Context: an optimization exercise on an open-source flow, tuned for small area. The choices shown serve that exercise and are no tape-out recipe. RTL that was checked went through simulation tests only; none was proved equivalent to the original. No activity file was given, so power comes from the tool's default toggle rates.

== run 1 ==
Design operand_bank, start of the top module:
module operand_bank
#(
  parameter int RSA_WIDTH          = 128,
  parameter int C_S_AXI_DATA_WIDTH = 32,
  parameter int NUM_SLOTS          = 4,
  parameter int SLOT_W             = $clog2(NUM_SLOTS)
) (
  input  logic                          CLK_IN,
  input  logic                          RST_IN,
  input  logic                          WR_VALID_IN,
  output logic                          WR_READY_OUT,
  input  logic [SLOT_W-1:0]             WR_SLOT_IN,
  input  logic [1:0]                    WR_FIELD_IN,
  input  logic [C_S_AXI_DATA_WIDTH-1:0] WR_DATA_IN,
  input  logic [C_S_AXI_DATA_WIDTH-1:0] SELECT_IN,
  input  logic                          START_IN,
  output logic [RSA_WIDTH-1:0]          M_OUT,
  output logic [RSA_WIDTH-1:0]          E_OUT,
  output logic [RSA_WIDTH-1:0]          N_OUT,
  output logic                          OUT_VALID_OUT,
  input  logic                          OUT_READY_IN,
  output logic                          ERR_OUT
);
clock: 5.0 ns
lec_check: 0
cap_margin: 20
core_margin: 2
core_utilization: 40
cts_cluster_diameter: 80
cts_cluster_size: 20
slew_margin: 20
synth_hierarchical: 1
run.sh (not shown) runs the stock make flow with config.mk's settings and CLKGATE_MAP_FILE= SYNTH_SCRIPT=/design/flow/synth_recipe.tcl, a recipe that flattens the netlist after the stock synthesis.
--- input diff run 1..run 2 ---
# run 1
export LEC_CHECK = 0
export CAP_MARGIN = 20
export CORE_MARGIN = 2
export CORE_UTILIZATION = 40
export CTS_CLUSTER_DIAMETER = 80
export CTS_CLUSTER_SIZE = 20
export SLEW_MARGIN = 20
export SYNTH_HIERARCHICAL = 1
create_clock -name core_clock -period 5.0 [get_ports {CLK_IN}]
# run 2
export LEC_CHECK = 0
export CAP_MARGIN = 20
export CORE_MARGIN = 2
export CORE_UTILIZATION = 60
export SLEW_MARGIN = 20
export SYNTH_HIERARCHICAL = 1
create_clock -name core_clock -period 5.0 [get_ports {CLK_IN}]
==> flow/flow/run.sh (new file) <==
#!/bin/bash
# The standard layout, with two changes: the port buffers are the smallest buffer cell, and
# clock tree synthesis uses clkbuf_8 on clusters of up to 16 sinks and no dummy loads.
set -euo pipefail
bash standard.sh \
  BUFFER_PORTS_ARGS="-buffer_cell sky130_fd_sc_hd__buf_1" \
  CTS_ARGS="-sink_clustering_enable -repair_clock_nets -sink_clustering_size 16 -sink_clustering_max_diameter 60 -dont_use_dummy_load -buf_list sky130_fd_sc_hd__clkbuf_8" \
  finish > flow_standard.log 2>&1
==> flow/standard.sh (new file) <==
#!/bin/bash
# synth_recipe.tcl (not shown) runs the flow's synth.tcl, then flattens the netlist and writes it again
# the make line also repeats each setting of config.mk as NAME=value (left out here)
make -C /OpenROAD-flow-scripts/flow DESIGN_CONFIG=/design/flow/config.mk WORK_HOME=/design/flow/orfs CLKGATE_MAP_FILE= SYNTH_SCRIPT=/design/flow/synth_recipe.tcl "${@:-finish}"
removed: flow/run.sh
## What came out
Run 2 completed end to end with timing, DRC and antenna clean. Clock share of power (lower): run 2. Going from run 1 to run 2, global router's overall resource usage grows by 11 points. Compared with run 1, run 2 shows switching power total that has gone down by a few percent. Run 1 → run 2: wire length of the first global-routing pass shrank by 5.4%, maximum level of the CTS H-tree grew by 1, total design power shrank by 3100 uW. Sort run 1 and run 2 by clock skew, descending, and run 2 comes first. Run 2 ends up with lower die area than run 1 does.
Relative to run 2, the following input files were edited for run 3:
# run 2
export LEC_CHECK = 0
export CAP_MARGIN = 20
export CORE_MARGIN = 2
export CORE_UTILIZATION = 60
export SLEW_MARGIN = 20
export SYNTH_HIERARCHICAL = 1
create_clock -name core_clock -period 5.0 [get_ports {CLK_IN}]
# run 3
export LEC_CHECK = 0
export CAP_MARGIN = 20
export CORE_MARGIN = 2
export CORE_UTILIZATION = 70
export SLEW_MARGIN = 20
export SYNTH_HIERARCHICAL = 1
create_clock -name core_clock -period 5.0 [get_ports {CLK_IN}]
==> flow/flow/run.sh <==
#!/bin/bash
# The standard layout, with three changes: the port buffers are the smallest buffer cell,
# clock tree synthesis uses clkbuf_8 on clusters of up to 16 sinks and no dummy loads, and
# gates off the critical paths are downsized after global routing.
set -euo pipefail
bash standard.sh \
  BUFFER_PORTS_ARGS="-buffer_cell sky130_fd_sc_hd__buf_1" \
  CTS_ARGS="-sink_clustering_enable -repair_clock_nets -sink_clustering_size 16 -sink_clustering_max_diameter 60 -dont_use_dummy_load -buf_list sky130_fd_sc_hd__clkbuf_8" \
  RECOVER_POWER=100 \
  finish > flow_standard.log 2>&1
--- outcome ---
Final checks on run 3, whose flow otherwise completed, came back failing, citing max-capacitance violations, max-slew violations.
Comparing the two runs side by side, run 3 comes out behind run 2 on final critical path time including I/O delays and setup.
Register area: run 3 vs run 2, no meaningful difference
The lower total number of vias came out of run 2.
Measured against each other, run 3 and run 2 differ in worst-margin pin slew, the lower figure coming from run 2.
Run 3 has design area below what run 2 had.
Between run 3 and run 2, routed metal-1 wire length is lower for run 3, run 2 comes in above that.
[inputs] run 4 vs run 3
# run 3
export LEC_CHECK = 0
export CAP_MARGIN = 20
export CORE_MARGIN = 2
export CORE_UTILIZATION = 70
export SLEW_MARGIN = 20
export SYNTH_HIERARCHICAL = 1
create_clock -name core_clock -period 5.0 [get_ports {CLK_IN}]
# run 4
export LEC_CHECK = 0
export CAP_MARGIN = 20
export CORE_MARGIN = 2
export CORE_UTILIZATION = 40
export SLEW_MARGIN = 20
export SYNTH_HIERARCHICAL = 1
create_clock -name core_clock -period 5.0 [get_ports {CLK_IN}]
==> flow/flow/run.sh <==
#!/bin/bash
# The standard layout, with two changes: the port buffers are the smallest buffer cell, and
# clock tree synthesis uses larger sink clusters and no dummy loads.
set -euo pipefail
bash standard.sh \
  BUFFER_PORTS_ARGS="-buffer_cell sky130_fd_sc_hd__buf_1" \
  CTS_ARGS="-sink_clustering_enable -repair_clock_nets -sink_clustering_size 20 -sink_clustering_max_diameter 80 -dont_use_dummy_load" \
  finish > flow_standard.log 2>&1
### Flow results
Delta (run 4 minus run 3): final clock period utilization by the worst path fell 17 points, area added between synthesis and finish up 3.6 points, proportion of power drawn by the clock network increased by 3.2 points relative to the old numbers, overall routed net length picked up an extra 10%.
Clock-buffer cell count, run 4 vs run 3: down by more than 10%
| total power | run 4 vs run 3 | 4.5% higher |
Run 4: all stages complete, timing, DRC and antenna checks passed
For the endpoint required time on the critical path, run 4 came in 0.19 ns lower than run 3 did.
For run 5, these inputs were changed with respect to run 4:
# run 4
export LEC_CHECK = 0
export CAP_MARGIN = 20
export CORE_MARGIN = 2
export CORE_UTILIZATION = 40
export SLEW_MARGIN = 20
export SYNTH_HIERARCHICAL = 1
create_clock -name core_clock -period 5.0 [get_ports {CLK_IN}]
# run 5
export LEC_CHECK = 0
export CAP_MARGIN = 20
export CORE_MARGIN = 2
export CORE_UTILIZATION = 70
export SLEW_MARGIN = 20
export SYNTH_HIERARCHICAL = 1
create_clock -name core_clock -period 5.0 [get_ports {CLK_IN}]
==> flow/flow/run.sh <==
#!/bin/bash
# The standard layout, with two changes: the port buffers are the smallest buffer cell, and
# clock tree synthesis uses clkbuf_8 on clusters of up to 18 sinks and no dummy loads.
set -euo pipefail
bash standard.sh \
  BUFFER_PORTS_ARGS="-buffer_cell sky130_fd_sc_hd__buf_1" \
  CTS_ARGS="-sink_clustering_enable -repair_clock_nets -sink_clustering_size 18 -sink_clustering_max_diameter 50 -dont_use_dummy_load -buf_list sky130_fd_sc_hd__clkbuf_8" \
  finish > flow_standard.log 2>&1
==> run notes <==
Compared to run 4, run 5 has relative contribution of combinational cells to total power 0.7 points higher. Comparing run 5 and run 4, fraction of layout instances using a drive strength above 1 is higher on run 5. Re overall routing resource usage: run 5 is 16 points up on run 4. Summary: post-route total power, run 5 better than run 4. Run comparison: run 4 top layer used by detailed routing met4; run 5 top layer used by detailed routing met5. Capture point of the worst path: st_r[2][467] -> run 4, st_r[0][254] -> run 5. Relative to run 4, final weighted congestion of routability-driven global placement has increased by 0.053 in run 5. Compared with run 4, routed length on met2 in run 5 decreased by more than 10%. Going from run 4 to run 5, the cell area after layout was found to have gone down by 2300 um2. Run 5 gives more worst endpoint required time than run 4 did.


== rev 12 ==
The RTL this note starts from:
==> flow/design.v <==
package operand_bank_pkg;
  localparam logic [1:0] FIELD_M    = 2'd0;
  localparam logic [1:0] FIELD_E    = 2'd1;
  localparam logic [1:0] FIELD_N    = 2'd2;
  localparam logic [1:0] FIELD_RSVD = 2'd3;
  localparam logic [7:0] DEF_M = 8'h20;
  localparam logic [7:0] DEF_E = 8'h02;
  localparam logic [7:0] DEF_N = 8'h20;
  typedef enum logic [1:0] {
    W_IDLE    = 2'd0,
    W_COLLECT = 2'd1,
    W_COMMIT  = 2'd2
  } wr_state_e;
  typedef enum logic {
    L_IDLE  = 1'b0,
    L_VALID = 1'b1
  } ln_state_e;
endpackage
module word_assembler
#(
  parameter int DW     = 32,
  parameter int WIDTH  = 128,
  parameter int SLOT_W = 2
) (
  input  logic              clk,
  input  logic              rst,
  input  logic              wr_valid,
  output logic              wr_ready,
  input  logic [SLOT_W-1:0] wr_slot,
  input  logic [1:0]        wr_field,
  input  logic [DW-1:0]     wr_data,
  output logic              commit,
  output logic [SLOT_W-1:0] commit_slot,
  output logic [1:0]        commit_field,
  output logic [WIDTH-1:0]  commit_data
);
  localparam int WPO   = WIDTH / DW;
  localparam int CNT_W = (WPO > 1) ? $clog2(WPO) : 1;
  localparam int HW    = WIDTH - DW;
  logic [CNT_W-1:0]   cnt_r;
  logic               commit_r;
  logic [HW-1:0]      hold_r;
  logic [DW-1:0]      last_r;
  logic [SLOT_W-1:0]  slot_r;
  logic [1:0]         field_r;
  logic               acc_s;
  logic               last_s;
  logic               shift_s;
  assign acc_s   = wr_valid && !commit_r;
  assign last_s  = (cnt_r == CNT_W'(WPO - 1));
  assign shift_s = acc_s && !last_s;
  always_ff @(posedge clk or posedge rst) begin
    if (rst) begin
      cnt_r    <= '0;
      commit_r <= 1'b0;
    end else begin
      commit_r <= acc_s && last_s;
      if (acc_s) cnt_r <= last_s ? '0 : cnt_r + CNT_W'(1);
    end
  end
  always_ff @(posedge clk) begin
    if (acc_s && cnt_r == '0) begin
      slot_r  <= wr_slot;
      field_r <= wr_field;
    end
  end
  logic [HW-1:0] hold_nx;
  generate
    if (WPO > 2) begin : g_sh
      assign hold_nx = ({HW{shift_s}} & {wr_data, hold_r[HW-1:DW]}) | ({HW{!shift_s}} & hold_r);
    end else begin : g_one
      assign hold_nx = ({HW{shift_s}} & wr_data) | ({HW{!shift_s}} & hold_r);
    end
  endgenerate
  always_ff @(posedge clk) begin
    hold_r <= hold_nx;
    last_r <= wr_data;
  end
  assign wr_ready     = !commit_r;
  assign commit       = commit_r;
  assign commit_slot  = slot_r;
  assign commit_field = field_r;
  assign commit_data  = {last_r, hold_r};
endmodule
module operand_bank
#(
  parameter int RSA_WIDTH          = 128,
  parameter int C_S_AXI_DATA_WIDTH = 32,
  parameter int NUM_SLOTS          = 4,
  parameter int SLOT_W             = $clog2(NUM_SLOTS)
) (
  input  logic                          CLK_IN,
  input  logic                          RST_IN,
  input  logic                          WR_VALID_IN,
  output logic                          WR_READY_OUT,
  input  logic [SLOT_W-1:0]             WR_SLOT_IN,
  input  logic [1:0]                    WR_FIELD_IN,
  input  logic [C_S_AXI_DATA_WIDTH-1:0] WR_DATA_IN,
  input  logic [C_S_AXI_DATA_WIDTH-1:0] SELECT_IN,
  input  logic                          START_IN,
  output logic [RSA_WIDTH-1:0]          M_OUT,
  output logic [RSA_WIDTH-1:0]          E_OUT,
  output logic [RSA_WIDTH-1:0]          N_OUT,
  output logic                          OUT_VALID_OUT,
  input  logic                          OUT_READY_IN,
  output logic                          ERR_OUT
);
  localparam int W  = RSA_WIDTH;
  localparam int NF = 3;
  logic                  commit_s;
  logic [SLOT_W-1:0]     commit_slot_s;
  logic [1:0]            commit_field_s;
  logic [W-1:0]          commit_data_s;
  logic [W-1:0]          st_r  [NF][NUM_SLOTS];
  logic [NUM_SLOTS-1:0]  wrt_r [NF];
  logic [W-1:0]          out_r [NF];
  logic [W-1:0]          def_c [NF];
  logic                  launch_s;
  logic                  sel_oob_s;
  logic [NUM_SLOTS-1:0]  sel_dec_s;
  assign def_c[0] = W'(operand_bank_pkg::DEF_M);
  assign def_c[1] = W'(operand_bank_pkg::DEF_E);
  assign def_c[2] = W'(operand_bank_pkg::DEF_N);
  word_assembler #(
    .DW     (C_S_AXI_DATA_WIDTH),
    .WIDTH  (RSA_WIDTH),
    .SLOT_W (SLOT_W)
  ) u_word_assembler (
    .clk          (CLK_IN),
    .rst          (RST_IN),
    .wr_valid     (WR_VALID_IN),
    .wr_ready     (WR_READY_OUT),
    .wr_slot      (WR_SLOT_IN),
    .wr_field     (WR_FIELD_IN),
    .wr_data      (WR_DATA_IN),
    .commit       (commit_s),
    .commit_slot  (commit_slot_s),
    .commit_field (commit_field_s),
    .commit_data  (commit_data_s)
  );
  always_comb begin
    launch_s  = !OUT_VALID_OUT && START_IN;
    sel_oob_s = (SELECT_IN >= C_S_AXI_DATA_WIDTH'(NUM_SLOTS));
    for (int i = 0; i < NUM_SLOTS; i++) begin
      sel_dec_s[i] = sel_oob_s ? (i == 0) : (SELECT_IN[SLOT_W-1:0] == SLOT_W'(i));
    end
  end
  genvar f, s;
  generate
    for (f = 0; f < NF; f++) begin : g_f
      logic [NUM_SLOTS-1:0] we_s;
      logic [NUM_SLOTS-1:0] rd_s;
      logic                 rd_def_s;
      logic [W-1:0]         out_nx;
      for (s = 0; s < NUM_SLOTS; s++) begin : g_s
        assign we_s[s] = commit_s && (commit_field_s == 2'(f)) && (commit_slot_s == SLOT_W'(s));
        always_ff @(posedge CLK_IN) begin
          st_r[f][s] <= ({W{we_s[s]}} & commit_data_s) | ({W{!we_s[s]}} & st_r[f][s]);
        end
      end
      always_ff @(posedge CLK_IN or posedge RST_IN) begin
        if (RST_IN) begin
          wrt_r[f] <= '0;
        end else begin
          wrt_r[f] <= wrt_r[f] | we_s;
        end
      end
      assign rd_s     = {NUM_SLOTS{!OUT_VALID_OUT}} & sel_dec_s & wrt_r[f];
      assign rd_def_s = !OUT_VALID_OUT && !(|(sel_dec_s & wrt_r[f]));
      always_comb begin
        out_nx = ({W{OUT_VALID_OUT}} & out_r[f]) | ({W{rd_def_s}} & def_c[f]);
        for (int i = 0; i < NUM_SLOTS; i++) begin
          out_nx = out_nx | ({W{rd_s[i]}} & st_r[f][i]);
        end
      end
      always_ff @(posedge CLK_IN) begin
        out_r[f] <= out_nx;
      end
    end
  endgenerate
  assign M_OUT = out_r[0];
  assign E_OUT = out_r[1];
  assign N_OUT = out_r[2];
  always_ff @(posedge CLK_IN or posedge RST_IN) begin
    if (RST_IN) begin
      OUT_VALID_OUT <= 1'b0;
    end else if (OUT_VALID_OUT) begin
      if (OUT_READY_IN) OUT_VALID_OUT <= 1'b0;
    end else if (START_IN) begin
      OUT_VALID_OUT <= 1'b1;
    end
  end
  always_ff @(posedge CLK_IN or posedge RST_IN) begin
    if (RST_IN) begin
      ERR_OUT <= 1'b0;
    end else if ((launch_s && sel_oob_s) || (commit_s && commit_field_s == operand_bank_pkg::FIELD_RSVD)) begin
      ERR_OUT <= 1'b1;
    end
  end
endmodule
make LEC_CHECK=0 CAP_MARGIN=20 CORE_MARGIN=2 CORE_UTILIZATION=60 CTS_BUF_LIST=sky130_fd_sc_hd__clkbuf_4 SLEW_MARGIN=20 finish   # period 5.0 ns
Stock flow here: none of the scripts above is used.
Per the final summary, rev 12 finished and its layout is clean on timing, DRC and antenna.
> inputs changed (rev 12 -> rev 13)
-- flow/config.mk --
<<< rev 12, line 8
export CAP_MARGIN = 20
export CORE_MARGIN = 2
export CORE_UTILIZATION = 60
export CTS_BUF_LIST = sky130_fd_sc_hd__clkbuf_4
export SLEW_MARGIN = 20
>>> rev 13, line 8
export CAP_MARGIN = 20
export CORE_MARGIN = 2
export CORE_UTILIZATION = 40
export SLEW_MARGIN = 20
Rev 12 has a lower layout overhead on the synthesized area than rev 13.
Compared with rev 12, in rev 13 relative contribution of the clock network to total power up 1.3 points, wire length rose 8.5%, fmax now sits at about the same level, area share of buffers outside the clock network picked up an extra 0.22 points, number of standard cells in the layout, taps in and fillers out climbed 3.7%.
Diff rev 12 and rev 13: period utilization higher in rev 13
Rev 13 vs rev 12: remaining max-slew budget at the tightest pin down
Function was not checked in any run of this note: the RTL went through the layout flow alone.

what the ideal ports hide:
The flow's constraints put no driver on any port. The routed layouts listed below were extracted and timed again, unchanged, in two steps.
Step 1 assumes that a clkbuf_16 drives the clock port and a buf_2 every other input.
Step 2 moves the port delays by t, midway between the first and last clock arrival at a register: inputs arrive t later, outputs are due t later. That takes back most of the time a late clock gives input paths.
a / b / c = ideal ports / drivers / drivers and shift; a / b = the first two.
run | t, ns | slack for setup (ns) | worst hold slack (ns) | latest minus earliest clock arrival (ns) | slew at the worst register clock pin (ns)
run 1 | 0.859 | 1.625 / 1.625 / 0.869 | 0.444 / 0.444 / 0.444 | 0.061 / 0.061 | 0.09 / 0.09
run 2 | 0.925 | 1.514 / 1.514 / 1.298 | 0.240 / 0.200 / 0.442 | 0.083 / 0.083 | 0.11 / 0.11
run 3 | 0.937 | 0.889 / 0.889 / 0.604 | 0.056 / -0.004 / 0.448 | 0.059 / 0.058 | 0.11 / 0.11
run 4 | 0.828 | 1.749 / 1.749 / 1.130 | 0.118 / 0.102 / 0.417 | 0.136 / 0.136 | 0.09 / 0.09
run 5 | 0.944 | 1.713 / 1.713 / 1.121 | 0.070 / 0.011 / 0.453 | 0.074 / 0.074 | 0.11 / 0.11
rev 12 | 1.295 | 1.274 / 1.202 / 0.977 | 0.212 / 0.161 / 0.425 | 0.090 / 0.090 | 0.08 / 0.08
rev 13 | 0.916 | 1.265 / 1.190 / 0.908 | 0.441 / 0.441 / 0.441 | 0.033 / 0.034 | 0.06 / 0.06
For run 1, which loses most, drivers alone change the setup slack by 0.000 ns; drivers and shift together by -0.756 ns.
